Context: an optimization exercise on an open-source flow, tuned for small area, a short achievable clock period and few clock cycles per item. The choices shown serve that exercise and are no tape-out recipe.
Only simulation tests tie the RTL to the original design; equivalence was not proved.
Power is estimated from default activity; no workload was simulated.

old:
Design pdee_top, start of the top module:
module pdee_top
(
  input  logic                               clk,
  input  logic                               rst,
  input  logic                               in_valid,
  output logic                               in_ready,
  input  logic [pdee_pkg::CHAR_W-1:0]        in_char,
  input  logic                               in_clear_first,
  output logic                               out_valid,
  input  logic                               out_ready,
  output logic [pdee_pkg::DATA_W-1:0]        out_top,
  output logic [pdee_pkg::DEPTH_FIELD_W-1:0] out_depth,
  output logic [pdee_pkg::STATUS_W-1:0]      out_status
);
For scale: roughly 5100 cells after synthesis, ~2200 flip-flops, ~67000 µm² of cells after synthesis.
clock: 10.0 ns
lec_check: 0
cap_margin: 20
core_margin: 2
core_utilization: 60
cts_cluster_diameter: 100
cts_cluster_size: 20
setup_slack_margin: 5
slew_margin: 20
tns_end_percent: 10
standard.sh (not shown) runs the stock make flow with config.mk's settings and CLKGATE_MAP_FILE= SYNTH_SCRIPT=/design/flow/synth_recipe.tcl, a recipe that flattens the netlist after the stock synthesis.
==> flow/flow/run.sh <==
#!/bin/bash
set -euo pipefail
sed -e 's/SETUP_SLACK_MARGIN=[0-9.]*/SETUP_SLACK_MARGIN=6.5/' standard.sh > standard_margin.sh
bash standard_margin.sh > standard_margin.log 2>&1
Testbench counts of old, summed over its fixed seeds: cycles 5,244, items 4,800.
What new does differently from old at the input level:
Settings: clearing TNS_END_PERCENT, which used to be 10.
--- outcome ---
- Relative to old, highest cell delay on the worst timing path has increased by 0.05 ns in new.
- Side by side, total routing usage reported by global routing turned out higher in new than in old.
- Number of instances in the placed design essentially unchanged between old and new.
- In the metrics for new and old, the one carrying the higher slack of the critical path is old.
- NOTE wire length old->new increased by a little under 10%
- [compare] base=old new=new: area of all placed cells without fillers increased by about 5% relative to the old numbers; combinational share of power grew by 4.9 points; fraction of met1 tracks used by global routing picked up an extra 2.1 points; fraction of power consumed by the clock network now smaller.

## job 3916
pdee_top again, from the RTL that the note above started with.
clock: 10.0 ns
lec_check: 0
cap_margin: 20
core_margin: 2
core_utilization: 60
cts_cluster_diameter: 100
cts_cluster_size: 20
setup_slack_margin: 5
slew_margin: 20
tns_end_percent: 10
==> flow/flow/run.sh <==
#!/bin/bash
set -euo pipefail
sed -e 's/SETUP_SLACK_MARGIN=[0-9.]*/SETUP_SLACK_MARGIN=6/' standard.sh > standard_margin.sh
bash standard_margin.sh > standard_margin.log 2>&1
Job 3916 closes out successfully: all stages finished, all timing, DRC and antenna checks passed.
Testbench counts of job 3916, summed over its fixed seeds: cycles 5,244, items 4,800.
Inputs modified between job 3916 and job 1057:
--- a/flow/config.mk
+++ b/flow/config.mk
@@ -15 +14,0 @@
-export TNS_END_PERCENT = 10
Notes after the runs:
Delta (job 1057 minus job 3916): power consumed by combinational cells grew by about 13%, via count climbed 655, cell area shows an increase of about 2.5%. Diff job 1057..job 3916 | post-synthesis adder-cell area fraction | unchanged. Of the two values seen for worst setup path startpoint, state[1]$_SDFFE_PP0P_ was produced by job 1057 and state[2]$_SDFFE_PP0P_ by job 3916. The run showing the smaller proportion of cell area occupied by registers is job 1057. Relative to job 3916, job 1057 improves maximum clock frequency.

## the previous run
Another version of the RTL of pdee_top (not shown whole).
Size: roughly 4900 cells after synthesis, ~65000 um2 of cells after synthesis.
Settings: LEC_CHECK=0, CAP_MARGIN=20, CORE_MARGIN=2, CORE_UTILIZATION=40, SETUP_SLACK_MARGIN=5, SLEW_MARGIN=20; clock period 10.0 ns.
run.sh (not shown) runs the stock make flow with config.mk's settings and CLKGATE_MAP_FILE= SYNTH_SCRIPT=/design/flow/synth_recipe.tcl, a recipe that flattens the netlist after the stock synthesis.
Stock flow here: none of the scripts above is used.
Testbench counts of the previous run, summed over its fixed seeds: cycles 5,119, items 4,800.
Input changes introduced in the current run (baseline for comparison: the previous run):
==> flow/flow/run.sh (new file) <==
#!/bin/bash
set -euo pipefail
sed -e 's/SETUP_SLACK_MARGIN=[0-9.]*/SETUP_SLACK_MARGIN=7/' standard.sh > standard_margin.sh
bash standard_margin.sh > standard_margin.log 2>&1
==> flow/standard.sh (new file) <==
#!/bin/bash
# synth_recipe.tcl (not shown) runs the flow's synth.tcl, then flattens the netlist and writes it again
# the make line also repeats each setting of config.mk as NAME=value (left out here)
make -C /OpenROAD-flow-scripts/flow DESIGN_CONFIG=/design/flow/config.mk WORK_HOME=/design/flow/orfs CLKGATE_MAP_FILE= SYNTH_SCRIPT=/design/flow/synth_recipe.tcl "${@:-finish}"
removed: flow/run.sh
## What came out
- Number of logic stages on the critical path including buffering, the current run vs the previous run: up by more than 10%
- Higher via count of the first global-routing pass was reported by the current run, not the previous run.
- Cmp the previous run and the current run / overall power consumption / lower: the previous run
- What the previous run reported for via total after detailed routing has to be multiplied by 1.05 to get the figure for the current run.
- Taking the previous run as the reference, in the current run minimum setup slack in the final design rose by 84 ps; clock network area share now smaller; cell count saw an increase.
- Relative to the previous run, the maximum frequency measured on the current run has increased slightly.
- Taking the previous run as the reference point, the non-clock buffer count of the current run rises by 300.
- Between the previous run and the current run, the post-cts gate resize count is lower for the previous run.

-- separate check: timing with driven ports --
The results above use ideal ports. As a check the final layouts listed here were re-extracted and re-timed, cells and wires unchanged.
Step 1 sets driving cells, clkbuf_16 on the clock port and buf_2 on the other inputs (assumed; they add their load-dependent delay and slew).
Step 2 also shifts input and output timing later by t, the mid clock arrival at the registers, as if the neighbouring blocks saw the same clock.
a / b / c = ideal ports / drivers / drivers and shift; a / b = the first two.
run | shift t [ns] | setup WS [ns] | latest minus earliest clock arrival (ns) | worst register clock-pin slew, ns | worst slew at a driven data input, ns
old | 0.819 | 5.476 / 5.476 / 5.184 | 0.060 / 0.059 | 0.10 / 0.10 | 0.04
new | 0.829 | 5.449 / 5.449 / 5.345 | 0.066 / 0.066 | 0.10 / 0.10 | 0.03
job 3916 | 0.816 | 5.369 / 5.369 / 4.744 | 0.061 / 0.060 | 0.10 / 0.10 | 0.04
job 1057 | 0.828 | 5.422 / 5.422 / 5.081 | 0.062 / 0.062 | 0.10 / 0.10 | 0.03
the previous run | 0.872 | 4.467 / 4.467 / 4.440 | 0.091 / 0.092 | 0.08 / 0.08 | 0.03
the current run | 0.893 | 4.551 / 4.551 / 4.551 | 0.075 / 0.075 | 0.08 / 0.08 | 0.04
After both steps every run listed still meets setup and hold. The setup slack of job 3916, which loses most, moves by 0.000 ns with the drivers and by -0.625 ns with both steps.
